Context: an optimization exercise on an open-source flow, tuned for small area, a short achievable clock period and few clock cycles. The choices shown serve that exercise and are no tape-out recipe. Where RTL was checked, it was by simulation tests only, not by an equivalence proof against the original. For runs 1 to 4, only the layout was checked, not whether the RTL still works.

==> flow/config.mk <==
export PLATFORM = sky130hd
export DESIGN_NAME = piecewise_linear_pixel_map_top
export DESIGN_NICKNAME = piecewise_linear_pixel_map_top
export VERILOG_FILES = /design/flow/design.v
export SDC_FILE = /design/flow/constraint.sdc
export NUM_CORES = 4
export LEC_CHECK = 0
export CAP_MARGIN = 20
export CORE_MARGIN = 2
export CORE_UTILIZATION = 55
export SETUP_SLACK_MARGIN = 4.5
export SLEW_MARGIN = 20
==> flow/constraint.sdc <==
create_clock -name core_clock -period 8.5 [get_ports {clk}]
set_input_delay 1.7000 -clock core_clock [delete_from_list [all_inputs] [get_ports {clk}]]
set_output_delay 1.7000 -clock core_clock [all_outputs]
set_load 0.01 [all_outputs]
==> flow/design.v <==
`default_nettype none
package plpm_pkg;
	localparam int PIX_W      = 8;
	localparam int PT_W       = 16;
	localparam int REG_POINTS = 6;
	localparam int CNT_W      = 3;
	localparam int IDX_W      = 3;
	localparam logic [PIX_W-1:0] START_POS   = 8'd0;
	localparam logic [PIX_W-1:0] START_LEVEL = 8'd1;
	localparam logic [PIX_W-1:0] END_POS     = 8'd255;
	localparam logic [PIX_W-1:0] END_LEVEL   = 8'd254;
	localparam logic [IDX_W-1:0] REG_COUNT      = 3'd0;
	localparam logic [IDX_W-1:0] REG_POINT0     = 3'd1;
	localparam logic [IDX_W-1:0] REG_POINT_LAST = 3'd6;
endpackage
`default_nettype wire
`default_nettype none
import plpm_pkg::*;
module plpm_queue #(
	parameter int DEPTH = 10
) (
	input  logic             clk,
	input  logic             arst_n,
	input  logic             push,
	input  logic [PIX_W-1:0] din,
	input  logic             pop,
	output logic             vld,
	output logic [PIX_W-1:0] dout
);
	logic [DEPTH-1:0]            full_q;    
	logic [DEPTH-1:0][PIX_W-1:0] ent_q;
	assign vld  = full_q[0];
	assign dout = ent_q[0];
	always_ff @(posedge clk or negedge arst_n) begin
		if (!arst_n) begin
			full_q <= '0;
		end else if (push && !pop) begin
			full_q <= {full_q[DEPTH-2:0], 1'b1};
		end else if (pop && !push) begin
			full_q <= {1'b0, full_q[DEPTH-1:1]};
		end
	end
	always_ff @(posedge clk) begin
		for (int i = 0; i < DEPTH; i++) begin
			if (pop) begin
				if (i == DEPTH - 1) begin
					ent_q[i] <= din;
				end else if (push && !full_q[i+1]) begin
					ent_q[i] <= din;
				end else begin
					ent_q[i] <= ent_q[i+1];
				end
			end else if (push && !full_q[i] && (i == 0 || full_q[i-1])) begin
				ent_q[i] <= din;
			end
		end
	end
endmodule
`default_nettype wire
`default_nettype none
import plpm_pkg::*;
module plpm_datapath #(
	parameter int LAT = 8
) (
	input  logic                        clk,
	input  logic                        arst_n,
	input  logic                        in_vld,
	input  logic [PIX_W-1:0]            in_pix,
	input  logic [6:1]                  nv,
	input  logic [5:0][PIX_W-1:0]       ppos,
	input  logic [5:0][PIX_W-1:0]       plev,
	output logic                        out_vld,
	output logic [PIX_W-1:0]            out_pix
);
	logic [LAT:1] v_q;
	always_ff @(posedge clk or negedge arst_n) begin
		if (!arst_n) begin
			v_q <= '0;
		end else begin
			v_q <= {v_q[LAT-1:1], in_vld};
		end
	end
	assign out_vld = v_q[LAT];
	logic [PIX_W-1:0] a1_q;
	always_ff @(posedge clk) a1_q <= in_pix;
	logic [PIX_W-1:0] b1, bl1, e1, el1;
	plpm_sel u_sel (.a(a1_q), .nv(nv), .ppos(ppos), .plev(plev), .b(b1), .bl(bl1), .e(e1), .el(el1));
	logic [PIX_W-1:0] a2_q, b2_q, bl2_q, e2_q, el2_q;
	always_ff @(posedge clk) begin
		a2_q  <= a1_q;
		b2_q  <= b1;
		bl2_q <= bl1;
		e2_q  <= e1;
		el2_q <= el1;
	end
	logic [PIX_W-1:0] t2, d2, m2, base2;
	plpm_seg u_seg (.a(a2_q), .b(b2_q), .bl(bl2_q), .e(e2_q), .el(el2_q),
		.t(t2), .d(d2), .m(m2), .base(base2));
	logic [PIX_W-1:0] t3_q, m3_q, d3_q, base3_q;
	always_ff @(posedge clk) begin
		t3_q    <= t2;
		m3_q    <= m2;
		d3_q    <= d2;
		base3_q <= base2;
	end
	logic [2*PIX_W-1:0] y3;
	assign y3 = t3_q * m3_q + 16'(d3_q[PIX_W-1:1]);
	logic [2*PIX_W-1:0] y4_q;
	logic [PIX_W-1:0]   d4_q, base4_q;
	always_ff @(posedge clk) begin
		y4_q    <= y3;
		d4_q    <= d3_q;
		base4_q <= base3_q;
	end
	logic [PIX_W-1:0] r_q  [5:8];
	logic [PIX_W-1:0] w_q  [5:8];
	logic [PIX_W-1:0] dv_q [5:8];
	logic [PIX_W-1:0] bs_q [5:8];
	logic [PIX_W-1:0] r_in  [4:7];
	logic [PIX_W-1:0] w_in  [4:7];
	logic [PIX_W-1:0] dv_in [4:7];
	logic [PIX_W-1:0] bs_in [4:7];
	always_comb begin
		r_in[4]  = y4_q[15:8];
		w_in[4]  = y4_q[7:0];
		dv_in[4] = d4_q;
		bs_in[4] = base4_q;
		for (int s = 5; s <= 7; s++) begin
			r_in[s]  = r_q[s];
			w_in[s]  = w_q[s];
			dv_in[s] = dv_q[s];
			bs_in[s] = bs_q[s];
		end
	end
	for (genvar s = 4; s <= 7; s++) begin : g_div
		logic [PIX_W-1:0] r1, r2;
		logic             q1, q2;
		plpm_div2 u_d1 (.r(r_in[s]), .bit_in(w_in[s][7]), .d(dv_in[s]), .q(q1), .rn(r1));
		plpm_div2 u_d2 (.r(r1),      .bit_in(w_in[s][6]), .d(dv_in[s]), .q(q2), .rn(r2));
		always_ff @(posedge clk) begin
			r_q[s+1]  <= r2;
			w_q[s+1]  <= {w_in[s][5:0], q1, q2};
			dv_q[s+1] <= dv_in[s];
			bs_q[s+1] <= bs_in[s];
		end
	end
	assign out_pix = bs_q[8] + w_q[8];
endmodule
module plpm_sel (
	input  logic [PIX_W-1:0]            a,
	input  logic [6:1]                  nv,
	input  logic [5:0][PIX_W-1:0]       ppos,
	input  logic [5:0][PIX_W-1:0]       plev,
	output logic [PIX_W-1:0]            b,
	output logic [PIX_W-1:0]            bl,
	output logic [PIX_W-1:0]            e,
	output logic [PIX_W-1:0]            el
);
	logic [5:0] ge, le;
	logic [6:0] cond, sel;
	logic       sel_end;
	always_comb begin
		for (int i = 0; i < 6; i++) begin
			ge[i] = (a >= ppos[i]);
			le[i] = (a <= ppos[i]);
		end
		cond[0] = !nv[1] || le[0];
		for (int k = 1; k < 6; k++) cond[k] = nv[k] && ge[k-1] && (!nv[k+1] || le[k]);
		cond[6] = nv[6] && ge[5];
		for (int k = 0; k <= 6; k++) begin
			sel[k] = cond[k];
			for (int k2 = k + 1; k2 <= 6; k2++) sel[k] = sel[k] && !cond[k2];
		end
		sel_end = sel[6];
		for (int k = 0; k < 6; k++) sel_end = sel_end || (sel[k] && !nv[k+1]);
		b  = '0;
		bl = {7'd0, sel[0]};
		e  = {PIX_W{sel_end}};
		el = {{(PIX_W-1){sel_end}}, 1'b0};
		for (int k = 1; k <= 6; k++) begin
			b  = b  | (ppos[k-1] & {PIX_W{sel[k]}});
			bl = bl | (plev[k-1] & {PIX_W{sel[k]}});
		end
		for (int k = 0; k < 6; k++) begin
			e  = e  | (ppos[k] & {PIX_W{sel[k] && nv[k+1]}});
			el = el | (plev[k] & {PIX_W{sel[k] && nv[k+1]}});
		end
	end
endmodule
module plpm_seg (
	input  logic [PIX_W-1:0] a,
	input  logic [PIX_W-1:0] b,
	input  logic [PIX_W-1:0] bl,
	input  logic [PIX_W-1:0] e,
	input  logic [PIX_W-1:0] el,
	output logic [PIX_W-1:0] t,
	output logic [PIX_W-1:0] d,
	output logic [PIX_W-1:0] m,
	output logic [PIX_W-1:0] base
);
	logic zero, neg;
	logic [PIX_W:0] dl;
	always_comb begin
		zero = (e == b);
		d    = (e - b) | {7'd0, zero};
		dl   = {1'b0, el} - {1'b0, bl};
		neg  = dl[PIX_W];
		m    = neg ? bl - el : dl[PIX_W-1:0];
		t    = neg ? e - a : a - b;
		base = (neg || zero) ? el : bl;
	end
endmodule
module plpm_div2 (
	input  logic [PIX_W-1:0] r,
	input  logic             bit_in,
	input  logic [PIX_W-1:0] d,
	output logic             q,
	output logic [PIX_W-1:0] rn
);
	logic [PIX_W:0] x, y;
	always_comb begin
		x  = {r, bit_in};
		y  = x - {1'b0, d};
		q  = !y[PIX_W];
		rn = q ? y[PIX_W-1:0] : x[PIX_W-1:0];
	end
endmodule
`default_nettype wire
`default_nettype none
import plpm_pkg::*;
module piecewise_linear_pixel_map_top (
	input  logic             clk,
	input  logic             arst_n,
	input  logic             s_tvalid,
	output logic             s_tready,
	input  logic [7:0]       s_tdata,     
	output logic             m_tvalid,
	input  logic             m_tready,
	output logic [7:0]       m_tdata,     
	input  logic             cfg_we,
	input  logic [IDX_W-1:0] cfg_addr,
	input  logic [PT_W-1:0]  cfg_wdata
);
	localparam int LAT   = 8;             
	localparam int QD    = LAT + 2;       
	localparam int CR_W  = $clog2(QD + 1);
	logic             pw_we;
	logic [IDX_W-1:0] pw_addr;
	logic [PT_W-1:0]  pw_data;
	logic [6:1]       nv_q;               
	logic [5:0][PIX_W-1:0] ppos_q, plev_q;
	always_ff @(posedge clk or negedge arst_n) begin
		if (!arst_n) begin
			pw_we <= 1'b0;
		end else begin
			pw_we <= cfg_we;
		end
	end
	always_ff @(posedge clk) begin
		pw_addr <= cfg_addr;
		pw_data <= cfg_wdata;
	end
	always_ff @(posedge clk or negedge arst_n) begin
		if (!arst_n) begin
			nv_q   <= '0;
			ppos_q <= '0;
			plev_q <= '0;
		end else if (pw_we) begin
			if (pw_addr == REG_COUNT) begin
				for (int j = 1; j <= 6; j++) nv_q[j] <= (pw_data[CNT_W-1:0] >= CNT_W'(j));
			end
			for (int i = 0; i < 6; i++) begin
				if (pw_addr == IDX_W'(i + 1)) begin
					ppos_q[i] <= pw_data[PT_W-1:PIX_W];
					plev_q[i] <= pw_data[PIX_W-1:0];
				end
			end
		end
	end
	logic              acc, pop, push;
	logic [PIX_W-1:0]  res;
	logic [CR_W-1:0]   cr_q, cr_d;
	logic              rdy_q;
	assign acc      = s_tvalid && rdy_q;
	assign s_tready = rdy_q;
	assign pop      = m_tvalid && m_tready;
	assign cr_d     = cr_q + CR_W'(acc) - CR_W'(pop);
	always_ff @(posedge clk or negedge arst_n) begin
		if (!arst_n) begin
			cr_q  <= '0;
			rdy_q <= 1'b0;
		end else begin
			cr_q  <= cr_d;
			rdy_q <= (cr_d < CR_W'(QD));
		end
	end
	plpm_datapath #(.LAT(LAT)) u_dp (
		.clk    (clk),
		.arst_n (arst_n),
		.in_vld (acc),
		.in_pix (s_tdata),
		.nv     (nv_q),
		.ppos   (ppos_q),
		.plev   (plev_q),
		.out_vld(push),
		.out_pix(res)
	);
	plpm_queue #(.DEPTH(QD)) u_q (
		.clk    (clk),
		.arst_n (arst_n),
		.push   (push),
		.din    (res),
		.pop    (pop),
		.vld    (m_tvalid),
		.dout   (m_tdata)
	);
endmodule
`default_nettype wire
==> flow/run.sh <==
#!/bin/bash
# synth_recipe.tcl (not shown) runs the flow's synth.tcl, then flattens the netlist and writes it again
# the make line also repeats each setting of config.mk as NAME=value (left out here)
make -C /OpenROAD-flow-scripts/flow DESIGN_CONFIG=/design/flow/config.mk WORK_HOME=/design/flow/orfs CLKGATE_MAP_FILE= SYNTH_SCRIPT=/design/flow/synth_recipe.tcl finish
==> results of run 1 <==
worst register-to-register path, stage by stage (launching register included):
cell       delay [ns]
dfxtp_2          0.33
inv_2            0.06
ha_4             0.13
inv_2            0.04
fa_2             0.38
nand2_2          0.12
a21oi_4          0.08
o311ai_2         0.28
o2bb2ai_2        0.19
xnor2_2          0.17
buf_6            0.16
mux2_4           0.32
ha_4             0.28
nor2b_4          0.14
o21ai_2          0.08
a21oi_2          0.18
o21ai_2          0.12
a21oi_4          0.28
xor2_1           0.18
o22ai_1          0.10
or3_1            0.33
timing repair:
| item | 4_1_cts | 5_1_grt |
|---|---|---|
| resized for setup | 75 | 86 |
| pin swaps | 35 | 63 |
| hold endpoints to repair | 0 | 0 |
| cloned | 0 | 1 |
| setup endpoints to repair | 54 | 32 |
| buffers inserted | 27 | 27 |
placed cells by master (no fill, tap or decap), types with 14 or more instances in the layout:
| cell type | count |
|---|---|
| nand2b_1 | 29 |
| mux2_4 | 20 |
| dfxtp_4 | 14 |
| xnor2_1 | 57 |
| and2_1 | 38 |
| xor2_1 | 27 |
| a222oi_1 | 16 |
| dfxtp_1 | 218 |
| a21oi_1 | 57 |
| fa_1 | 52 |
| dfrtp_1 | 126 |
| edfxtp_1 | 80 |
| buf_4 | 55 |
| nor2b_1 | 28 |
| clkdlybuf4s50_1 | 40 |
| mux2i_1 | 26 |
| o21ai_0 | 140 |
| ha_1 | 182 |
| nand4_1 | 25 |
| nand2_1 | 188 |
| a21o_1 | 27 |
| nor3_1 | 20 |
| a221o_1 | 16 |
| clkbuf_16 | 48 |
| o211ai_1 | 21 |
| mux2_2 | 115 |
| a22oi_1 | 32 |
| inv_1 | 220 |
| nor2_1 | 74 |
area by class of cell:
class	instances	area, sq um
clock buffers	62	1350
clock inverters	26	313
fillers	3253	14300
inverters	232	871
multi-input cells	1390	12000
flip-flops and latches	449	10500
well taps	532	666
repair buffers	109	997
cells by family after synthesis:
logic type      synth area share
compound gates             0.118
xor+xnor                  0.0368
fa+ha+maj                  0.157
buf+inv                   0.0509
flops                      0.456
mux                       0.0790
simple gates               0.102
how the worst max path moves through the flow:
stage                   start             end  cells after the start
2_1_floorplan  u_dp.w_q[6][7]  u_dp.r_q[7][2]                     19
3_3_place_gp   u_dp.w_q[6][7]  u_dp.r_q[7][2]                     18
3_5_place_dp   u_dp.w_q[6][7]  u_dp.r_q[7][4]                     18
4_1_cts          u_dp.y4_q[7]  u_dp.r_q[5][4]                     20
5_1_grt        u_dp.w_q[5][7]  u_dp.r_q[6][6]                     20
6_report       u_dp.w_q[5][7]  u_dp.r_q[6][6]                     20
registers in the layout (all words and copies together), names as in the netlist, 10 cells and up:
signal and count:
ppos_q 48, u_dp.w_q 32, u_q.full_q 10, pw_data 16, u_dp.r_q 24, u_q.ent_q 80, u_dp.y4_q 16, u_dp.bs_q 32
u_dp.dv_q 24, plev_q 48
routing by layer:
metal | vias to the layer above | part of all wire
li1 | 7599 | -
met1 | 7571 | 0.46
met2 | 323 | 0.47
met3 | 120 | 0.038
met4 | 0 | 0.034
met5 | - | 0
metrics by stage:
step | instance area, sq um | instances | setup WS [ns]
after detailed placement | 23900 | 2657 | 3.83
final | 26600 | 2800 | 4.45
after CTS | 26100 | 2772 | 4.43
after global routing | 26600 | 2800 | 4.29
after global placement | 23900 | 2657 | 3.93
after floorplan | 23000 | 2134 | 4.51
==> flow_metrics.env, run 1 <==
export IMPL_status="timing/DRC/antenna clean"
export IMPL_cp_num_buf_inv=3
export IMPL_slowest_delay_ns=0.38
export IMPL_portBuffers=41
export IMPL_hold_buffers=0
export IMPL_synth_distinct_cells=75
export IMPL_r2r_start="u_dp.w_q[5][7]"
export IMPL_rsz0062_at_grt="true"
export IMPL_netlist_top_cells_count="dfxtp_1 (243), inv_1 (231), ha_1 (196), nand2_1 (196), o21ai_0 (155)"
export IMPL_clock_root_buffer="clkbuf_16"
export IMPL_grt_max_degree=74
export IMPL_path_max_fanout=7
export IMPL_synth_top_cell_area_share=0.213
export IMPL_num_vias=15600
export IMPL_cts_num_sinks=449
export IMPL_async_reset_ff_frac=0.281
export IMPL_period_needed_ns=4.05
export IMPL_hpwl_mm=35.7
export IMPL_busiest_layer="met2"
export IMPL_slowest_stage="fa_2"
export IMPL_drtIter0Drc=1038
export IMPL_met3_usage=0.0374
export IMPL_wl_per_cell_um=18.3
export IMPL_cts_tree="built"
export IMPL_synth_avg_cell_area_sq_um=10.7
export IMPL_hold_depth=0
export IMPL_critPathTopFamily="compound AO/OA/AOI/OAI gates"
export IMPL_routed_wirelength_mm=51.4
export IMPL_area_growth_pct=16.7
export IMPL_reg2reg_depth=20
export IMPL_grt_pass1_vias=16000
export IMPL_worstSetupPathType="flop to flop"
export IMPL_cts_htree_levels=2
export IMPL_synth_nets=2419
export IMPL_finClkSkew_ns=0.0204
export IMPL_synth_edf_count=80
export IMPL_crit_chain="inv_2, ha_4, inv_2, fa_2, nand2_2, a21oi_4, o311ai_2, o2bb2ai_2, xnor2_2, buf_6, mux2_4, ha_4, nor2b_4, o21ai_2, a21oi_2, o21ai_2, a21oi_4, xor2_1, o22ai_1, or3_1"
export IMPL_grt_use_total=0.240
export IMPL_slew_violations=0
export IMPL_worstSkewPairLatency_ns=0.60
export IMPL_fmax_mhz=247
export IMPL_core_area_sq_um=40900
export IMPL_grt_ovfl_total=0
export IMPL_yosysMostFrequentCell="dfxtp_1"
export IMPL_synth_ff_latch_count=449
export IMPL_dieWidth_um=208
export IMPL_startpoint_type="flop"
export IMPL_netlist_top_cells_area="dfxtp_1 (21%), dfrtp_1 (14%), ha_1 (11%), edfxtp_1 (11%), mux2_2 (6.6%)"
export IMPL_post_route_util=0.651
export IMPL_tns_ns=0
export IMPL_fin_crit_sh=0.476
export IMPL_antenna_cells=0
export IMPL_use_met1=0.318
export IMPL_nets=2514
export IMPL_hold_class="flop to flop"
export IMPL_finalWeightedCongestion=0.862
export IMPL_netlist_area_sq_um=22800
export IMPL_reg2reg_slack_ns=4.45
export IMPL_grt_pass1_wl_mm=83.4
export IMPL_clk_pin_slew_ns=0.06
export IMPL_critPathCaptureType="flop"
export IMPL_start_util=0.558
export IMPL_slew_headroom=0.221
export IMPL_yosysTopAreaCell="dfxtp_1"
export IMPL_dr_pass1_iters=6
export IMPL_finalHoldViolCount=0
export IMPL_syn_inst=2134
export IMPL_drive_above_1_share=0.190
export IMPL_ys_flop_type="dfxtp_1"
export IMPL_fp_dieH_um=208
export IMPL_viasPerCell=5.58
export IMPL_drc_errors=0
export IMPL_die_area_sq_um=43200
export IMPL_cts_buffers=47
export IMPL_arrival_ns=4.53
export IMPL_critPathRequiredTime_ns=8.98
export IMPL_r2r_end="u_dp.r_q[6][6]"
export IMPL_setup_viol=0
export IMPL_hold_ws_ns=0.325
export IMPL_final_antenna_net_count=0
export IMPL_row_count=74
export IMPL_hold_start="u_dp.bs_q[6][5]"
export IMPL_ys_seq_area_frac=0.456
export IMPL_ys_warn_count=23
export IMPL_antenna_found_initial=2
export IMPL_max_clock_path_buffers=3
export IMPL_max_cap_violations=0
export IMPL_hold_end="u_dp.bs_q[7][5]"
export IMPL_pin_count=42
export IMPL_tightest_slew_ns=1.17
export IMPL_met2_usage=0.400
==> run 2: changes to the inputs <==
--- a/flow/config.mk
+++ b/flow/config.mk
@@ -10,3 +10,3 @@
 export CORE_UTILIZATION = 55
-export SETUP_SLACK_MARGIN = 4.5
+export SETUP_SLACK_MARGIN = 5.0
 export SLEW_MARGIN = 20
==> run 2 against run 1 <==
- still clean on timing, DRC and antenna
- synthesized area did not move
- count of clock-buffer cells in the layout rose by 4
- via count rose by 0.21%
- sequential cell count did not move
==> flow_metrics.env, run 2 <==
export IMPL_tightest_slew_ns=1.08
export IMPL_antenna_cells=0
export IMPL_clk_pin_slew_ns=0.06
export IMPL_wl_met1_mm=23.3
export IMPL_worstSkewPairLatency_ns=0.60
export IMPL_drtIter0Drc=888
export IMPL_top_layer="met4"
export IMPL_portBuffers=41
export IMPL_drive_above_1_share=0.210
export IMPL_rsz0062_at_grt="true"
export IMPL_synth_top_cell_area_share=0.213
export IMPL_area_growth_pct=18.5
export IMPL_slowest_stage="o41a_4"
export IMPL_cts_num_sinks=449
export IMPL_ys_flop_type="dfxtp_1"
export IMPL_slowest_delay_ns=0.39
export IMPL_drc_errors=0
export IMPL_slew_headroom=0.279
export IMPL_pin_count=42
export IMPL_finClkSkew_ns=0.0193
export IMPL_die_area_sq_um=43200
export IMPL_wl_met3_mm=2.00
export IMPL_dp_cells=2659
export IMPL_synth_edf_count=80
export IMPL_path_max_fanout=7
export IMPL_nets=2530
export IMPL_grt_use_total=0.240
export IMPL_tns_ns=0
export IMPL_netlist_top_cells_count="dfxtp_1 (243), inv_1 (231), ha_1 (196), nand2_1 (196), o21ai_0 (155)"
export IMPL_grt_pass1_vias=16300
export IMPL_critPathTopFamily="compound AO/OA/AOI/OAI gates"
export IMPL_critPathRequiredTime_ns=8.98
export IMPL_ys_seq_area_frac=0.456
export IMPL_reg2reg_slack_ns=4.53
export IMPL_synth_avg_cell_area_sq_um=10.7
export IMPL_r2r_start="u_dp.d4_q[0]"
export IMPL_viasPerCell=5.56
export IMPL_synth_distinct_cells=75
export IMPL_status="timing/DRC/antenna clean"
export IMPL_num_vias=15600
export IMPL_hold_buffers=0
export IMPL_max_clock_path_buffers=3
export IMPL_fin_crit_sh=0.467
export IMPL_period_needed_ns=3.97
export IMPL_hold_class="flop to flop"
export IMPL_r2r_end="u_dp.r_q[5][2]"
export IMPL_critPathCaptureType="flop"
export IMPL_grt_max_degree=78
export IMPL_cp_num_buf_inv=2
export IMPL_finalWeightedCongestion=0.855
export IMPL_post_layout_nonfiller_instances=2815
export IMPL_synth_nets=2419
export IMPL_yosysTopAreaCell="dfxtp_1"
export IMPL_setup_viol=0
export IMPL_antenna_found_initial=0
export IMPL_top_register="u_q.ent_q"
export IMPL_final_common_cell="dfxtp_1"
export IMPL_mostFrequentLayoutCells="dfxtp_1 (217), inv_1 (213), nand2_1 (183)"
export IMPL_dieWidth_um=208
export IMPL_hpwl_mm=35.4
export IMPL_hold_start="u_dp.bs_q[6][4]"
export IMPL_cts_tree="built"
export IMPL_finalHoldViolCount=0
export IMPL_hold_end="u_dp.bs_q[7][4]"
export IMPL_cts_htree_levels=2
export IMPL_async_reset_ff_frac=0.281
export IMPL_crit_chain="ha_4, inv_2, fa_2, nand2_2, a21oi_2, o21a_1, o41a_4, xor2_4, mux2_4, ha_4, nor2b_4, o21ai_2, nand2b_1, and2_4, o21ai_4, a21oi_4, xor2_4, buf_12, mux2_4"
export IMPL_hold_depth=0
export IMPL_start_util=0.558
export IMPL_max_cap_violations=0
export IMPL_num_fill_cells=3213
export IMPL_clock_root_buffer="clkbuf_16"
export IMPL_core_area_sq_um=40900
export IMPL_row_count=74
export IMPL_fmax_mhz=252
export IMPL_grt_ovfl_total=0
export IMPL_arrival_ns=4.45
export IMPL_route_met2_wl_mm=23.6
export IMPL_wl_per_cell_um=18.1
export IMPL_slew_violations=0
export IMPL_final_antenna_net_count=0
export IMPL_startpoint_type="flop"
export IMPL_largest_reg_flops=80
export IMPL_dr_pass1_iters=6
export IMPL_syn_inst=2134
export IMPL_biggestRegsByFlops="u_q.ent_q: 80 flops, plev_q: 48 flops, ppos_q: 48 flops"
export IMPL_routed_wirelength_mm=50.8
export IMPL_ys_warn_count=23
export IMPL_netlist_area_sq_um=22800
export IMPL_worstSetupPathType="flop to flop"
export IMPL_netlist_top_cells_area="dfxtp_1 (21%), dfrtp_1 (14%), ha_1 (11%), edfxtp_1 (11%), mux2_2 (6.6%)"
export IMPL_yosysMostFrequentCell="dfxtp_1"
export IMPL_cts_buffers=47
export IMPL_fp_dieH_um=208
export IMPL_grt_pass1_wl_mm=83.6
export IMPL_reg2reg_depth=19
export IMPL_synth_ff_latch_count=449
-- run 2: cell counts after synthesis --
Identical to the previous run, type by type.
-- run 2: timing repair --
item	4_1_cts	5_1_grt
gates cloned	1	0
pin swaps	53	53
endpoints found under the setup margin	70	65
buffers inserted	50	18
resized for setup	93	67
-- run 2: how the worst max path moves through the flow --
stage                   startpoint             end  slack (ns)  depth (start not counted)
finish                u_dp.d4_q[0]  u_dp.r_q[5][2]        4.53                         19
global route          u_dp.m3_q[0]   u_dp.y4_q[12]        4.38                         17
CTS                   u_dp.y4_q[7]  u_dp.r_q[5][6]        4.55                         20
detailed placement  u_dp.w_q[5][7]  u_dp.r_q[6][6]        3.90                         19
global placement    u_dp.w_q[5][7]  u_dp.r_q[6][6]        4.10                         19
floorplan             u_dp.y4_q[7]  u_dp.r_q[5][4]        4.52                         19
-- run 2: area by class of cell --
class                   instances  area [sq um]  share of cell area
clock buffers                  66          1390              0.0514
clock inverters                21           308              0.0114
inverters                     232           873              0.0323
multi-input cells            1390         12200               0.451
flip-flops and latches        449         10500               0.387
well taps                     532           666              0.0246
repair buffers                125          1150              0.0424
-- run 2: logic make-up (layout without fill, tap and decap cells) --
group           after synthesis  in the layout  synth area share
simple gates                470            470             0.102
fa+ha+maj                   253            253             0.157
compound gates              414            414             0.118
buf+inv                     296            444            0.0509
flops                       449            449             0.456
xor+xnor                     90             91            0.0368
mux                         162            162            0.0790
-- run 2: per-layer routing --
metal,up-vias,GRT usage
met2,319,0.394
met3,129,0.0356
met4,0,0.100
met5,-,0
met1,7580,0.318
li1,7618,-
-- run 2: through the flow --
stage / utilization / setup WS, ns / hold slack (ns) / instance area (sq um)
3_3_place_gp: 0.588 / 4.10 / 0.311 / 24100
3_5_place_dp: 0.588 / 3.90 / 0.312 / 24100
2_1_floorplan: - / 4.52 / 0.310 / 23200
6_report: 0.661 / 4.53 / 0.319 / 27100
4_1_cts: 0.649 / 4.55 / 0.309 / 26600
5_1_grt: 0.661 / 4.38 / 0.325 / 27100
==> run 3: changes to the inputs <==
--- a/flow/design.v
+++ b/flow/design.v
@@ -201,10 +201,8 @@
 	logic zero, neg;
-	logic [PIX_W:0] dl;
 	always_comb begin
 		zero = (e == b);
+		neg  = (el < bl);
 		d    = (e - b) | {7'd0, zero};
-		dl   = {1'b0, el} - {1'b0, bl};
-		neg  = dl[PIX_W];
-		m    = neg ? bl - el : dl[PIX_W-1:0];
-		t    = neg ? e - a : a - b;
+		m    = (neg ? bl : el) - (neg ? el : bl);
+		t    = (neg ? e : a) - (neg ? a : b);
 		base = (neg || zero) ? el : bl;
@@ -262,16 +260,12 @@
 	end
-	always_ff @(posedge clk or negedge arst_n) begin
-		if (!arst_n) begin
-			nv_q   <= '0;
-			ppos_q <= '0;
-			plev_q <= '0;
-		end else if (pw_we) begin
-			if (pw_addr == REG_COUNT) begin
-				for (int j = 1; j <= 6; j++) nv_q[j] <= (pw_data[CNT_W-1:0] >= CNT_W'(j));
-			end
-			for (int i = 0; i < 6; i++) begin
-				if (pw_addr == IDX_W'(i + 1)) begin
-					ppos_q[i] <= pw_data[PT_W-1:PIX_W];
-					plev_q[i] <= pw_data[PIX_W-1:0];
-				end
+	logic [PT_W-1:0] cfg_d;
+	assign cfg_d = pw_data & {PT_W{arst_n}};
+	always_ff @(posedge clk) begin
+		if (!arst_n || (pw_we && pw_addr == REG_COUNT)) begin
+			for (int j = 1; j <= 6; j++) nv_q[j] <= (cfg_d[CNT_W-1:0] >= CNT_W'(j));
+		end
+		for (int i = 0; i < 6; i++) begin
+			if (!arst_n || (pw_we && pw_addr == IDX_W'(i + 1))) begin
+				ppos_q[i] <= cfg_d[PT_W-1:PIX_W];
+				plev_q[i] <= cfg_d[PIX_W-1:0];
 			end
==> run 3 against run 2 <==
- critical endpoint is now u_dp.r_q[5][7]
- highest routed layer unchanged
- cell area is 3.1% lower
- largest cell class is now flip-flops and latches
- final cell count is 6.3% lower
- fmax is 3.1% lower
- global-route usage is 0.58 points lower
- die area is 4.3% lower
==> flow_metrics.env, run 3 <==
export IMPL_row_count=72
export IMPL_core_area_sq_um=38900
export IMPL_die_area_sq_um=41300
export IMPL_yosysTopAreaCell="edfxtp_1"
export IMPL_hold_class="flop to flop"
export IMPL_finalHoldViolCount=0
export IMPL_grt_ovfl_total=0
export IMPL_hpwl_mm=32.6
export IMPL_cts_htree_levels=2
export IMPL_synth_edf_count=182
export IMPL_antenna_cells=0
export IMPL_crit_chain="inv_2, ha_4, inv_2, fa_2, a21o_1, a211oi_2, o21ai_1, a21oi_2, xnor2_4, mux2_4, ha_4, nor2b_4, o21ai_1, nand2b_1, a21o_1, a21o_1, a31oi_4, buf_6, xnor2_4, nand2_1, o21ai_1"
export IMPL_cp_num_buf_inv=3
export IMPL_period_needed_ns=4.10
export IMPL_synth_avg_cell_area_sq_um=11.3
export IMPL_grt_pass1_vias=14700
export IMPL_top_register="u_q.ent_q"
export IMPL_wl_per_cell_um=18.0
export IMPL_placed_cell_area_sq_um=22900
export IMPL_place_ws_ns=3.90
export IMPL_final_common_cell="dfxtp_1"
export IMPL_slowest_stage="fa_2"
export IMPL_fin_crit_sh=0.482
export IMPL_grt_pass1_wl_mm=76.2
export IMPL_ys_seq_area_frac=0.501
export IMPL_arrival_ns=4.58
export IMPL_cts_num_sinks=449
export IMPL_clock_root_buffer="clkbuf_16"
export IMPL_drive_above_1_share=0.215
export IMPL_slowest_delay_ns=0.36
export IMPL_fp_dieH_um=203
export IMPL_pin_count=42
export IMPL_slew_headroom=0.265
export IMPL_tns_ns=0
export IMPL_syn_inst=1929
export IMPL_max_clock_path_buffers=3
export IMPL_drtIter0Drc=1163
export IMPL_area_growth_pct=20.1
export IMPL_hold_buffers=0
export IMPL_finalWeightedCongestion=0.865
export IMPL_synth_compound_area_frac=0.123
export IMPL_yosysMostFrequentCell="dfxtp_1"
export IMPL_synthAdderAreaFrac=0.154
export IMPL_largest_reg_flops=80
export IMPL_synth_nets=2198
export IMPL_yosys_area_share_xor_xnor=0.0381
export IMPL_worstSetupPathType="flop to flop"
export IMPL_netlist_top_cells_area="edfxtp_1 (25%), dfxtp_1 (22%), ha_1 (10%), fa_1 (5.0%), inv_1 (3.7%)"
export IMPL_start_util=0.561
export IMPL_biggestRegsByFlops="u_q.ent_q: 80 flops, plev_q: 48 flops, ppos_q: 48 flops"
export IMPL_fmax_mhz=244
export IMPL_nets=2351
export IMPL_hold_ws_ns=0.324
export IMPL_cts_tree="built"
export IMPL_routed_wirelength_mm=47.4
export IMPL_synth_top_cell_area_share=0.250
export IMPL_mostFrequentLayoutCells="dfxtp_1 (209), inv_1 (196), edfxtp_1 (182)"
export IMPL_synth_ff_latch_count=449
export IMPL_critPathTopFamily="compound AO/OA/AOI/OAI gates"
export IMPL_num_fill_cells=2920
export IMPL_slew_violations=0
export IMPL_status="timing/DRC/antenna clean"
export IMPL_clk_pin_slew_ns=0.06
export IMPL_netlist_top_cells_count="dfxtp_1 (243), inv_1 (215), ha_1 (183)"
export IMPL_drc_errors=0
export IMPL_dr_pass1_iters=5
export IMPL_final_cell_area_sq_um=26200
export IMPL_synth_top_family_by_area="adder cells"
export IMPL_critPathCaptureType="flop"
export IMPL_final_antenna_net_count=0
export IMPL_grt_use_total=0.234
export IMPL_finClkSkew_ns=0.0147
export IMPL_grt_max_degree=49
export IMPL_max_cap_violations=0
export IMPL_viasPerCell=5.47
export IMPL_ys_warn_count=23
export IMPL_async_reset_ff_frac=0.0535
export IMPL_ys_flop_type="dfxtp_1"
export IMPL_num_vias=14400
export IMPL_dieWidth_um=203
export IMPL_tightest_slew_ns=1.10
export IMPL_netlist_area_sq_um=21800
export IMPL_cts_buffers=46
export IMPL_startpoint_type="flop"
export IMPL_setup_viol=0
export IMPL_synth_simple_area_share=0.0868
export IMPL_critPathRequiredTime_ns=8.98
export IMPL_path_max_fanout=8
export IMPL_antenna_found_initial=0
export IMPL_setup_ws_ns=4.40
export IMPL_portBuffers=41
export IMPL_synth_distinct_cells=70
export IMPL_worstSkewPairLatency_ns=0.57
export IMPL_rsz0062_at_grt="true"
export IMPL_synth_mux_area_frac=0.0480
run 3: repair_timing:
item,CTS,global route
buffers inserted,76,27
hold endpoints to repair,0,0
endpoints found under the setup margin,77,59
pin swaps,68,93
gates resized for setup,135,102
gates cloned,3,0
run 3: final timing paths:
path / to / depth (start not counted) / slack [ns] / startpoint
max: u_dp.r_q[5][7] / 21 / 4.40 / u_dp.y4_q[7]
min: u_dp.base4_q[5] / 0 / 0.32 / u_dp.base3_q[5]
max reg2reg: u_dp.r_q[5][7] / 21 / 4.40 / u_dp.y4_q[7]
min reg2reg: u_dp.base4_q[5] / 0 / 0.32 / u_dp.base3_q[5]
max in group asynchronous: u_q.full_q[4] / 1 / 6.56 / arst_n
min in group asynchronous: pw_we / 1 / 1.31 / arst_n
run 3: cells by family after synthesis:
group	Yosys count
simple gates	387
fa+ha+maj	237
buf+inv	269
flops	449
xor+xnor	94
compound gates	397
mux	96
run 3: stage by stage:
step,util,cells
after detailed placement,0.590,2446
final,0.674,2637
after floorplan,-,1929
after CTS,0.659,2610
after global placement,0.590,2446
after global routing,0.674,2637
run 3: final cells by class:
type / instances / area [sq um] / area share
clock buffer: 55 / 1240 / 0.0472
clock inverter: 30 / 278 / 0.0106
inverter: 216 / 811 / 0.0309
multi-input combinational: 1213 / 10800 / 0.410
sequential: 449 / 11000 / 0.420
tap: 518 / 648 / 0.0247
timing repair buffer: 156 / 1480 / 0.0566
run 3: metal layers:
layer  track usage  up-vias  wire length, um
li1              -     7069                -
met1         0.319     6900            21900
met2         0.379      346            21700
met3        0.0364      110             2300
met4        0.0860        0             1530
met5             0        -                0
run 3: worst reg2reg max path, stage by stage, from the launching register on:
cell	delay (ns)
dfxtp_2	0.32
inv_2	0.06
ha_4	0.13
inv_2	0.04
fa_2	0.36
a21o_1	0.18
a211oi_2	0.26
o21ai_1	0.12
a21oi_2	0.26
xnor2_4	0.20
mux2_4	0.36
ha_4	0.25
nor2b_4	0.12
o21ai_1	0.12
nand2b_1	0.09
a21o_1	0.17
a21o_1	0.19
a31oi_4	0.22
buf_6	0.14
xnor2_4	0.17
nand2_1	0.11
o21ai_1	0.13
==> run 4: changes to the inputs <==
--- a/flow/design.v
+++ b/flow/design.v
@@ -105,8 +105,9 @@
 	end
-	logic [2*PIX_W-1:0] y3;
-	assign y3 = t3_q * m3_q + 16'(d3_q[PIX_W-1:1]);
-	logic [2*PIX_W-1:0] y4_q;
+	logic [2*PIX_W-1:0] ys3, yc3;
+	plpm_csa u_csa (.t(t3_q), .m(m3_q), .h(d3_q[PIX_W-1:1]), .s(ys3), .c(yc3));
+	logic [2*PIX_W-1:0] ys4_q, yc4_q;
 	logic [PIX_W-1:0]   d4_q, base4_q;
 	always_ff @(posedge clk) begin
-		y4_q    <= y3;
+		ys4_q   <= ys3;
+		yc4_q   <= yc3;
 		d4_q    <= d3_q;
@@ -114,16 +115,28 @@
 	end
-	logic [PIX_W-1:0] r_q  [5:8];
-	logic [PIX_W-1:0] w_q  [5:8];
-	logic [PIX_W-1:0] dv_q [5:8];
-	logic [PIX_W-1:0] bs_q [5:8];
-	logic [PIX_W-1:0] r_in  [4:7];
-	logic [PIX_W-1:0] w_in  [4:7];
-	logic [PIX_W-1:0] dv_in [4:7];
-	logic [PIX_W-1:0] bs_in [4:7];
-	always_comb begin
-		r_in[4]  = y4_q[15:8];
-		w_in[4]  = y4_q[7:0];
-		dv_in[4] = d4_q;
-		bs_in[4] = base4_q;
-		for (int s = 5; s <= 7; s++) begin
+	logic [2*PIX_W-1:0] y5_q;
+	logic [PIX_W-1:0]   d5_q, base5_q;
+	logic [PIX_W+1:0]   dt5_q;
+	always_ff @(posedge clk) begin
+		y5_q    <= ys4_q + yc4_q;
+		d5_q    <= d4_q;
+		dt5_q   <= {2'b0, d4_q} + {1'b0, d4_q, 1'b0};
+		base5_q <= base4_q;
+	end
+	logic [PIX_W-1:0] r_q  [6:8];
+	logic [PIX_W-1:0] w_q  [6:8];
+	logic [PIX_W-1:0] dv_q [6:8];
+	logic [PIX_W+1:0] dt_q [6:8];
+	logic [PIX_W-1:0] bs_q [6:8];
+	logic [PIX_W-1:0] r_in  [5:7];
+	logic [PIX_W-1:0] w_in  [5:7];
+	logic [PIX_W-1:0] dv_in [5:7];
+	logic [PIX_W+1:0] dt_in [5:7];
+	logic [PIX_W-1:0] bs_in [5:7];
+	always_comb begin
+		r_in[5]  = y5_q[15:8];
+		w_in[5]  = y5_q[7:0];
+		dv_in[5] = d5_q;
+		dt_in[5] = dt5_q;
+		bs_in[5] = base5_q;
+		for (int s = 6; s <= 7; s++) begin
 			r_in[s]  = r_q[s];
@@ -131,2 +144,3 @@
 			dv_in[s] = dv_q[s];
+			dt_in[s] = dt_q[s];
 			bs_in[s] = bs_q[s];
@@ -134,11 +148,11 @@
 	end
-	for (genvar s = 4; s <= 7; s++) begin : g_div
-		logic [PIX_W-1:0] r1, r2;
-		logic             q1, q2;
-		plpm_div2 u_d1 (.r(r_in[s]), .bit_in(w_in[s][7]), .d(dv_in[s]), .q(q1), .rn(r1));
-		plpm_div2 u_d2 (.r(r1),      .bit_in(w_in[s][6]), .d(dv_in[s]), .q(q2), .rn(r2));
+	for (genvar s = 5; s <= 7; s++) begin : g_div
+		logic [PIX_W-1:0] rn;
+		logic [1:0]       q;
+		plpm_div4 u_d (.r(r_in[s]), .bits(w_in[s][7:6]), .d(dv_in[s]), .d3(dt_in[s]), .q(q), .rn(rn));
 		always_ff @(posedge clk) begin
-			r_q[s+1]  <= r2;
-			w_q[s+1]  <= {w_in[s][5:0], q1, q2};
+			r_q[s+1]  <= rn;
+			w_q[s+1]  <= {w_in[s][5:0], q};
 			dv_q[s+1] <= dv_in[s];
+			dt_q[s+1] <= dt_in[s];
 			bs_q[s+1] <= bs_in[s];
@@ -146,3 +160,11 @@
 	end
-	assign out_pix = bs_q[8] + w_q[8];
+	logic [PIX_W-1:0] hi8;
+	logic [1:0]       q8;
+	logic [PIX_W-1:0] sum8 [4];
+	plpm_div4q u_dq (.r(r_q[8]), .bits(w_q[8][7:6]), .d(dv_q[8]), .d3(dt_q[8]), .q(q8));
+	always_comb begin
+		hi8 = bs_q[8] + {w_q[8][5:0], 2'b00};
+		for (int k = 0; k < 4; k++) sum8[k] = hi8 + PIX_W'(k);
+	end
+	assign out_pix = sum8[q8];
 endmodule
@@ -201,8 +223,10 @@
 	logic zero, neg;
+	logic [PIX_W:0] dl;
 	always_comb begin
 		zero = (e == b);
-		neg  = (el < bl);
 		d    = (e - b) | {7'd0, zero};
-		m    = (neg ? bl : el) - (neg ? el : bl);
-		t    = (neg ? e : a) - (neg ? a : b);
+		dl   = {1'b0, el} - {1'b0, bl};
+		neg  = dl[PIX_W];
+		m    = neg ? bl - el : dl[PIX_W-1:0];
+		t    = neg ? e - a : a - b;
 		base = (neg || zero) ? el : bl;
@@ -210,15 +234,72 @@
 endmodule
-module plpm_div2 (
+module plpm_csa (
+	input  logic [PIX_W-1:0]   t,
+	input  logic [PIX_W-1:0]   m,
+	input  logic [PIX_W-2:0]   h,
+	output logic [2*PIX_W-1:0] s,
+	output logic [2*PIX_W-1:0] c
+);
+	localparam int W = 2 * PIX_W;
+	logic [W-1:0] l0 [9];
+	logic [W-1:0] l1 [6];
+	logic [W-1:0] l2 [4];
+	logic [W-1:0] l3 [3];
+	function automatic logic [2*W-1:0] csa(input logic [W-1:0] x, input logic [W-1:0] y,
+		input logic [W-1:0] z);
+		logic [W-1:0] sum, cy;
+		sum = x ^ y ^ z;
+		cy  = ((x & y) | (x & z) | (y & z)) << 1;
+		csa = {cy, sum};
+	endfunction
+	always_comb begin
+		for (int j = 0; j < PIX_W; j++) l0[j] = W'(t & {PIX_W{m[j]}}) << j;
+		l0[8] = W'(h);
+		for (int g = 0; g < 3; g++) {l1[2*g+1], l1[2*g]} = csa(l0[3*g], l0[3*g+1], l0[3*g+2]);
+		for (int g = 0; g < 2; g++) {l2[2*g+1], l2[2*g]} = csa(l1[3*g], l1[3*g+1], l1[3*g+2]);
+		{l3[1], l3[0]} = csa(l2[0], l2[1], l2[2]);
+		l3[2] = l2[3];
+		{c, s} = csa(l3[0], l3[1], l3[2]);
+	end
+endmodule
+module plpm_div4 (
 	input  logic [PIX_W-1:0] r,
-	input  logic             bit_in,
+	input  logic [1:0]       bits,
 	input  logic [PIX_W-1:0] d,
-	output logic             q,
+	input  logic [PIX_W+1:0] d3,
+	output logic [1:0]       q,
 	output logic [PIX_W-1:0] rn
 );
-	logic [PIX_W:0] x, y;
+	logic [PIX_W+1:0] z;
+	logic [PIX_W+2:0] z1, z2, z3;
+	always_comb begin
+		z  = {r, bits};
+		z1 = {1'b0, z} - {3'b0, d};
+		z2 = {1'b0, z} - {2'b0, d, 1'b0};
+		z3 = {1'b0, z} - {1'b0, d3};
+		if (!z3[PIX_W+2]) begin
+			q = 2'd3; rn = z3[PIX_W-1:0];
+		end else if (!z2[PIX_W+2]) begin
+			q = 2'd2; rn = z2[PIX_W-1:0];
+		end else if (!z1[PIX_W+2]) begin
+			q = 2'd1; rn = z1[PIX_W-1:0];
+		end else begin
+			q = 2'd0; rn = z[PIX_W-1:0];
+		end
+	end
+endmodule
+module plpm_div4q (
+	input  logic [PIX_W-1:0] r,
+	input  logic [1:0]       bits,
+	input  logic [PIX_W-1:0] d,
+	input  logic [PIX_W+1:0] d3,
+	output logic [1:0]       q
+);
+	logic [PIX_W+1:0] z;
+	logic             ge1, ge2, ge3;
 	always_comb begin
-		x  = {r, bit_in};
-		y  = x - {1'b0, d};
-		q  = !y[PIX_W];
-		rn = q ? y[PIX_W-1:0] : x[PIX_W-1:0];
+		z   = {r, bits};
+		ge1 = (z >= {2'b0, d});
+		ge2 = (z >= {1'b0, d, 1'b0});
+		ge3 = (z >= d3);
+		q   = ge3 ? 2'd3 : ge2 ? 2'd2 : ge1 ? 2'd1 : 2'd0;
 	end
@@ -260,12 +341,16 @@
 	end
-	logic [PT_W-1:0] cfg_d;
-	assign cfg_d = pw_data & {PT_W{arst_n}};
-	always_ff @(posedge clk) begin
-		if (!arst_n || (pw_we && pw_addr == REG_COUNT)) begin
-			for (int j = 1; j <= 6; j++) nv_q[j] <= (cfg_d[CNT_W-1:0] >= CNT_W'(j));
-		end
-		for (int i = 0; i < 6; i++) begin
-			if (!arst_n || (pw_we && pw_addr == IDX_W'(i + 1))) begin
-				ppos_q[i] <= cfg_d[PT_W-1:PIX_W];
-				plev_q[i] <= cfg_d[PIX_W-1:0];
+	always_ff @(posedge clk or negedge arst_n) begin
+		if (!arst_n) begin
+			nv_q   <= '0;
+			ppos_q <= '0;
+			plev_q <= '0;
+		end else if (pw_we) begin
+			if (pw_addr == REG_COUNT) begin
+				for (int j = 1; j <= 6; j++) nv_q[j] <= (pw_data[CNT_W-1:0] >= CNT_W'(j));
+			end
+			for (int i = 0; i < 6; i++) begin
+				if (pw_addr == IDX_W'(i + 1)) begin
+					ppos_q[i] <= pw_data[PT_W-1:PIX_W];
+					plev_q[i] <= pw_data[PIX_W-1:0];
+				end
 			end
==> run 4 against run 3 <==
- still clean
- clock skew up 0.014 ns
- hold slack worse by 0.012 ns
- sequential cell count up 66
- non-clock buffer count fell by 70
- critical path depth is 15 lower
- utilization decreased by 4.1 points
- largest cell class is now multi-input combinational cells
==> flow_metrics.env, run 4 <==
export IMPL_tns_ns=0
export IMPL_status="timing/DRC/antenna clean"
export IMPL_synth_edf_count=80
export IMPL_hold_buffers=0
export IMPL_grt_max_degree=68
export IMPL_arrival_ns=3.75
export IMPL_critPathCaptureType="flop"
export IMPL_yosysTopAreaCell="dfxtp_1"
export IMPL_path_max_fanout=20
export IMPL_max_clock_path_buffers=3
export IMPL_crit_chain="clkdlybuf4s50_1, nand2_4, nor2_1, nor2_1, a221oi_1, o311ai_0"
export IMPL_netlist_top_cells_area="dfxtp_1 (23%), dfrtp_1 (12%), ha_1 (12%), edfxtp_1 (9.0%), fa_1 (4.5%)"
export IMPL_fin_crit_sh=0.402
export IMPL_rsz0062_at_grt="true"
export IMPL_core_area_sq_um=47800
export IMPL_hold_end="u_dp.base4_q[1]"
export IMPL_period_needed_ns=3.42
export IMPL_die_area_sq_um=50400
export IMPL_grt_pass1_wl_mm=102
export IMPL_hold_class="flop to flop"
export IMPL_pin_count=42
export IMPL_area_growth_pct=13.2
export IMPL_fmax_mhz=293
export IMPL_ys_flop_type="dfxtp_1"
export IMPL_cts_num_sinks=515
export IMPL_wl_per_cell_um=19.1
export IMPL_async_reset_ff_frac=0.245
export IMPL_hold_start="u_dp.base3_q[1]"
export IMPL_hold_ws_ns=0.312
export IMPL_final_antenna_net_count=0
export IMPL_startpoint_type="input pin"
export IMPL_register_area_sq_um=11700
export IMPL_synth_avg_cell_area_sq_um=10.4
export IMPL_placed_cell_area_sq_um=27800
export IMPL_synth_ff_latch_count=515
export IMPL_netlist_area_sq_um=26700
export IMPL_hpwl_mm=45.6
export IMPL_final_cell_area_sq_um=30300
export IMPL_portBuffers=41
export IMPL_r2r_start="u_dp.el2_q[0]"
export IMPL_final_common_cell="dfxtp_1"
export IMPL_slowest_delay_ns=0.77
export IMPL_path_common_cell="nor2_1"
export IMPL_cts_tree="built"
export IMPL_drc_errors=0
export IMPL_slowest_stage="nor2_1"
export IMPL_netlist_top_cells_count="dfxtp_1 (309), inv_1 (249), ha_1 (246)"
export IMPL_max_cap_violations=0
export IMPL_grt_use_total=0.252
export IMPL_drive_above_1_share=0.115
export IMPL_antenna_cells=0
export IMPL_worstSkewPairLatency_ns=0.60
export IMPL_grt_ovfl_total=0
export IMPL_clock_root_buffer="clkbuf_16"
export IMPL_synth_nets=2916
export IMPL_setup_viol=0
export IMPL_fp_dieH_um=225
export IMPL_drtIter0Drc=1253
export IMPL_tightest_slew_ns=0.996
export IMPL_ys_seq_area_frac=0.439
export IMPL_start_util=0.559
export IMPL_critPathTopFamily="simple AND/OR/NAND/NOR gates"
export IMPL_dieWidth_um=225
export IMPL_synth_distinct_cells=83
export IMPL_worstSetupPathType="input pin to flop"
export IMPL_row_count=80
export IMPL_viasPerCell=5.80
export IMPL_largest_reg_flops=80
export IMPL_clk_pin_slew_ns=0.06
export IMPL_finClkSkew_ns=0.0286
export IMPL_slew_headroom=0.329
export IMPL_multi_input_area_sq_um=14100
export IMPL_antenna_found_initial=0
export IMPL_hold_depth=0
export IMPL_synth_top_cell_area_share=0.231
export IMPL_cts_buffers=54
export IMPL_num_fill_cells=3911
export IMPL_reg2reg_slack_ns=5.10
export IMPL_biggestRegsByFlops="u_q.ent_q: 80 flops, plev_q: 48 flops, ppos_q: 48 flops"
export IMPL_routed_wirelength_mm=63.1
export IMPL_r2r_end="u_dp.m3_q[7]"
export IMPL_dr_pass1_iters=5
export IMPL_grt_pass1_vias=19300
export IMPL_cts_htree_levels=2
export IMPL_nets=2976
export IMPL_finalWeightedCongestion=0.888
export IMPL_cp_num_buf_inv=1
export IMPL_ys_warn_count=35
export IMPL_yosysMostFrequentCell="dfxtp_1"
export IMPL_slew_violations=0
export IMPL_syn_inst=2578
export IMPL_finalHoldViolCount=0
export IMPL_reg2reg_depth=12
export IMPL_critPathRequiredTime_ns=8.83
export IMPL_num_vias=19100
export IMPL_top_register="u_q.ent_q"
export IMPL_mostFrequentLayoutCells="dfxtp_1 (308), inv_1 (247), ha_1 (245)"
==> run 4: changes by cell type in the layout (fill, tap and decap cells not counted), sizes merged, moves of 62 or more <==
cell and change:
a21oi +62, edfxtp -102, ha +63, nor2 +66
buf -70, dfxtp +66, dfrtp +102
==> run 4: per-stage QoR <==
step | setup slack, ns | util | cells
5_1_grt | 4.92 | 0.633 | 3298
3_5_place_dp | 4.11 | 0.582 | 3172
2_1_floorplan | 4.97 | - | 2578
4_1_cts | 5.01 | 0.628 | 3288
6_report | 5.08 | 0.633 | 3298
3_3_place_gp | 4.22 | 0.582 | 3172
==> run 4: timing repair <==
action                     CTS  global route
setup endpoints to repair  105            96
resized for setup           26            30
buffers inserted            12            10
pin swaps                   11            19
cloned                       3             0
==> run 4: worst max-delay path by stage <==
stage	start	end	slack, ns	cells after the start
floorplan	u_dp.w_q[8][6]	u_q.ent_q[31]	4.97	20
global placement	m_tready	rdy_q	4.22	10
detailed placement	m_tready	u_q.ent_q[14]	4.11	6
CTS	u_dp.y5_q[6]	u_dp.r_q[6][1]	5.01	11
global route	u_dp.bs_q[8][2]	u_q.ent_q[14]	4.92	7
finish	m_tready	u_q.ent_q[70]	5.08	6
==> run 4: layer usage <==
layer / track usage / vias to the layer above / share of wire
met5: 0 / - / 0
met4: 0.0889 / 0 / 0.029
met3: 0.0283 / 117 / 0.036
met2: 0.433 / 443 / 0.48
met1: 0.331 / 9247 / 0.45
li1: - / 9321 / -
==> run 4: cell families after synthesis <==
| logic type | count (synthesis) | synth area share |
|---|---|---|
| fa+ha+maj | 306 | 0.160 |
| buf+inv | 335 | 0.0490 |
| flops | 515 | 0.439 |
| compound gates | 597 | 0.156 |
| simple gates | 593 | 0.109 |
| xor+xnor | 97 | 0.0318 |
| mux | 135 | 0.0549 |
==> run 4: final cells by class <==
cell class | count | area share
clock buffer | 75 | 0.0526
sequential | 515 | 0.388
multi-input combinational | 1729 | 0.465
timing repair buffer | 86 | 0.0275
clock inverter | 26 | 0.00963
inverter | 251 | 0.0316
timing repair inverter | 1 | 0.000207
tap | 615 | 0.0254
==> run 5: changes to the inputs <==
--- a/flow/design.v
+++ b/flow/design.v
@@ -62,3 +62,3 @@
 module plpm_datapath #(
-	parameter int LAT = 8
+	parameter int LAT = 7
 ) (
@@ -83,9 +83,7 @@
 	assign out_vld = v_q[LAT];
-	logic [PIX_W-1:0] a1_q;
-	always_ff @(posedge clk) a1_q <= in_pix;
 	logic [PIX_W-1:0] b1, bl1, e1, el1;
-	plpm_sel u_sel (.a(a1_q), .nv(nv), .ppos(ppos), .plev(plev), .b(b1), .bl(bl1), .e(e1), .el(el1));
+	plpm_sel u_sel (.a(in_pix), .nv(nv), .ppos(ppos), .plev(plev), .b(b1), .bl(bl1), .e(e1), .el(el1));
 	logic [PIX_W-1:0] a2_q, b2_q, bl2_q, e2_q, el2_q;
 	always_ff @(posedge clk) begin
-		a2_q  <= a1_q;
+		a2_q  <= in_pix;
 		b2_q  <= b1;
@@ -322,35 +320,17 @@
 );
-	localparam int LAT   = 8;             
+	localparam int LAT   = 7;             
 	localparam int QD    = LAT + 2;       
 	localparam int CR_W  = $clog2(QD + 1);
-	logic             pw_we;
-	logic [IDX_W-1:0] pw_addr;
-	logic [PT_W-1:0]  pw_data;
 	logic [6:1]       nv_q;               
 	logic [5:0][PIX_W-1:0] ppos_q, plev_q;
-	always_ff @(posedge clk or negedge arst_n) begin
-		if (!arst_n) begin
-			pw_we <= 1'b0;
-		end else begin
-			pw_we <= cfg_we;
-		end
-	end
+	logic [PT_W-1:0]  cfg_d;
+	assign cfg_d = cfg_wdata & {PT_W{arst_n}};
 	always_ff @(posedge clk) begin
-		pw_addr <= cfg_addr;
-		pw_data <= cfg_wdata;
-	end
-	always_ff @(posedge clk or negedge arst_n) begin
-		if (!arst_n) begin
-			nv_q   <= '0;
-			ppos_q <= '0;
-			plev_q <= '0;
-		end else if (pw_we) begin
-			if (pw_addr == REG_COUNT) begin
-				for (int j = 1; j <= 6; j++) nv_q[j] <= (pw_data[CNT_W-1:0] >= CNT_W'(j));
-			end
-			for (int i = 0; i < 6; i++) begin
-				if (pw_addr == IDX_W'(i + 1)) begin
-					ppos_q[i] <= pw_data[PT_W-1:PIX_W];
-					plev_q[i] <= pw_data[PIX_W-1:0];
-				end
+		if (!arst_n || (cfg_we && cfg_addr == REG_COUNT)) begin
+			for (int j = 1; j <= 6; j++) nv_q[j] <= (cfg_d[CNT_W-1:0] >= CNT_W'(j));
+		end
+		for (int i = 0; i < 6; i++) begin
+			if (!arst_n || (cfg_we && cfg_addr == IDX_W'(i + 1))) begin
+				ppos_q[i] <= cfg_d[PT_W-1:PIX_W];
+				plev_q[i] <= cfg_d[PIX_W-1:0];
 			end
--- a/flow/config.mk
+++ b/flow/config.mk
@@ -10,2 +10,4 @@
 export CORE_UTILIZATION = 55
+export CTS_CLUSTER_DIAMETER = 80
+export CTS_CLUSTER_SIZE = 30
 export SETUP_SLACK_MARGIN = 5.0
==> run 5 against run 4 <==
- register-to-register slack got worse by 0.19 ns
- hold slack improved by 0.016 ns
- global-route usage decreased by 1.6 points
- die area decreased by 9.6%
- synthesized cell count decreased by 14%
==> flow_metrics.env, run 5 <==
export IMPL_status="timing/DRC/antenna clean"
export IMPL_grt_pass1_wl_mm=84.1
export IMPL_wl_per_cell_um=18.5
export IMPL_setup_viol=0
export IMPL_cts_tree="built"
export IMPL_tns_ns=0
export IMPL_dieWidth_um=213
export IMPL_cts_buffers=27
export IMPL_post_layout_nonfiller_instances=2885
export IMPL_max_clock_path_buffers=3
export IMPL_netlist_area_sq_um=24100
export IMPL_antenna_cells=0
export IMPL_largest_reg_flops=72
export IMPL_netlist_top_cells_area="dfxtp_1 (23%), edfxtp_1 (22%), ha_1 (13%), fa_1 (5.0%), inv_1 (4.0%)"
export IMPL_fin_crit_sh=0.423
export IMPL_grt_use_total=0.236
export IMPL_antenna_found_initial=1
export IMPL_drtIter0Drc=1157
export IMPL_top_register="u_q.ent_q"
export IMPL_dr_pass1_iters=6
export IMPL_critPathRequiredTime_ns=8.84
export IMPL_clock_root_buffer="clkbuf_16"
export IMPL_fmax_mhz=278
export IMPL_yosysMostFrequentCell="dfxtp_1"
export IMPL_num_vias=16000
export IMPL_max_cap_violations=0
export IMPL_hold_class="flop to flop"
export IMPL_ys_flop_type="dfxtp_1"
export IMPL_hold_ws_ns=0.328
export IMPL_portBuffers=41
export IMPL_biggestRegsByFlops="u_q.ent_q: 72 flops, plev_q: 48 flops, ppos_q: 48 flops"
export IMPL_critPathCaptureType="flop"
export IMPL_slew_headroom=0.466
export IMPL_row_count=76
export IMPL_rsz0062_at_grt="true"
export IMPL_hpwl_mm=39.5
export IMPL_slew_violations=0
export IMPL_synth_distinct_cells=85
export IMPL_ys_warn_count=35
export IMPL_clk_pin_slew_ns=0.10
export IMPL_ys_seq_area_frac=0.472
export IMPL_synth_nets=2544
export IMPL_arrival_ns=3.93
export IMPL_worstSetupPathType="flop to flop"
export IMPL_dp_cells=2794
export IMPL_netlist_top_cells_count="dfxtp_1 (282), inv_1 (254), ha_1 (246)"
export IMPL_core_area_sq_um=43200
export IMPL_drc_errors=0
export IMPL_period_needed_ns=3.59
export IMPL_viasPerCell=5.56
export IMPL_grt_max_degree=46
export IMPL_finClkSkew_ns=0.0282
export IMPL_fp_dieH_um=213
export IMPL_final_common_cell="dfxtp_1"
export IMPL_grt_pass1_vias=15900
export IMPL_drive_above_1_share=0.117
export IMPL_routed_wirelength_mm=53.3
export IMPL_synth_top_cell_area_share=0.234
export IMPL_area_growth_pct=12.9
export IMPL_async_reset_ff_frac=0.0440
export IMPL_mostFrequentLayoutCells="dfxtp_1 (279), inv_1 (251), ha_1 (224)"
export IMPL_path_max_fanout=4
export IMPL_start_util=0.559
export IMPL_finalHoldViolCount=0
export IMPL_hold_buffers=0
export IMPL_synth_edf_count=174
export IMPL_worstSkewPairLatency_ns=0.60
export IMPL_yosysTopAreaCell="dfxtp_1"
export IMPL_synth_avg_cell_area_sq_um=10.9
export IMPL_startpoint_type="flop"
export IMPL_grt_ovfl_total=0
export IMPL_syn_inst=2206
export IMPL_die_area_sq_um=45600
export IMPL_cts_htree_levels=1
export IMPL_nets=2618
export IMPL_synth_ff_latch_count=477
export IMPL_final_antenna_net_count=0
export IMPL_finalWeightedCongestion=0.860
export IMPL_cts_num_sinks=477
export IMPL_pin_count=42
export IMPL_tightest_slew_ns=0.798
## run 5: changes by cell type after synthesis, moves of 19 or more
cell      before  now
nor2_1       142   93
nor4_1        21    0
clkbuf_1      61   26
mux2_2        93   36
a221oi_1      26    3
dfrtp_1      126   21
dfxtp_1      309  282
a21oi_1      120   81
edfxtp_1      80  174
o22ai_1       21    2
## run 5: path summary, 6_finish.rpt
check	start	to	slack, ns	depth (start not counted)
setup / recovery	u_dp.w_q[8][6]	u_q.ent_q[47]	4.91	16
hold / removal	u_dp.base5_q[2]	u_dp.bs_q[6][2]	0.33	0
setup reg to reg	u_dp.w_q[8][6]	u_q.ent_q[47]	4.91	16
hold reg to reg	u_dp.base5_q[2]	u_dp.bs_q[6][2]	0.33	0
min in group asynchronous	arst_n	u_q.full_q[1]	1.15	2
max in group asynchronous	arst_n	cr_q[2]	7.00	2
## run 5: worst max-delay path, cell delays in order, from the launching register on
cell      delay (ns)
dfxtp_2         0.36
inv_2           0.05
ha_4            0.20
nand2b_4        0.13
a21o_1          0.15
a21o_1          0.20
a221oi_2        0.23
o21a_2          0.25
inv_4           0.05
ha_4            0.25
a21o_1          0.12
and4_1          0.22
or3b_4          0.40
a31oi_4         0.17
buf_12          0.15
xnor2_2         0.12
mux2_4          0.31
## run 5: repair_timing
item                                    CTS  global route
pin swaps                                48            58
resized for setup                       113            62
endpoints found under the hold margin     0             0
endpoints found under the setup margin   78            84
cloned                                    6             3
buffers inserted                         22            10
## run 5: area by class of cell
type | count | area [sq um]
clock buffer | 31 | 691
timing repair buffer | 94 | 921
fill | 3529 | 15900
sequential | 477 | 11400
tap | 585 | 732
clock inverter | 18 | 314
inverter | 255 | 963
multi-input combinational | 1425 | 12200
## run 5: logic make-up (layout without fill, tap and decap cells)
logic type | count (synthesis) | after routing | share of synthesized area
adder cells (fa/ha/maj) | 306 | 306 | 0.177
XOR/XNOR | 90 | 91 | 0.0336
buffers and inverters | 309 | 398 | 0.0517
flip-flops | 477 | 477 | 0.472
multiplexers | 92 | 92 | 0.0401
AND/OR/NAND/NOR | 492 | 496 | 0.101
AO/OA/AOI/OAI | 440 | 440 | 0.124
## run 5: per-layer routing
layer / wire length [um] / GRT usage / up-vias / part of all wire
li1: - / - / 7837 / -
met3: 2670 / 0.0308 / 91 / 0.050
met4: 1340 / 0.0623 / 0 / 0.025
met1: 23800 / 0.316 / 7708 / 0.45
met5: 0 / 0 / - / 0
met2: 25500 / 0.406 / 405 / 0.48
## run 5: through the flow
stage               instance area [sq um]   util  setup slack, ns
global route                        27200  0.631             4.75
detailed placement                  25200  0.583             2.24
global placement                    25200  0.583             2.34
floorplan                           24200      -             4.60
finish                              27200  0.631             4.91
CTS                                 26800  0.620             4.90
Testbench counts of run 5, summed over its fixed seeds: cycles 131,360.

-- what the ideal ports hide --
How much do the figures lean on ideal ports? The routed layouts below were timed once more, with nothing changed but the port constraints.
Step 1 (the two cells are an assumption about what drives the block):
set clk [get_ports {clk}]
set_driving_cell -lib_cell sky130_fd_sc_hd__clkbuf_16 $clk
set_driving_cell -lib_cell sky130_fd_sc_hd__buf_2 [delete_from_list [all_inputs] $clk]
Step 2, shift: input delay + t, output delay - t, t = (earliest + latest rising clock arrival at the registers) / 2. This alone moves slack from input paths to output paths.
Slacks: ideal / step 1 / step 2; pairs: ideal / step 1.
run	shift t [ns]	slack for setup (ns)	worst setup path at the end
run 1	0.651	4.453 / 4.453 / 4.328	input to register
run 2	0.647	4.530 / 4.530 / 4.530	register to register
run 3	0.618	4.401 / 4.401 / 4.401	register to register
run 4	0.649	5.083 / 5.052 / 4.466	input to register
run 5	0.636	4.908 / 4.908 / 4.316	input to register
After both steps every run listed still meets setup and hold. For run 4, which loses most, drivers alone change the setup slack by -0.031 ns; drivers and shift together by -0.617 ns.
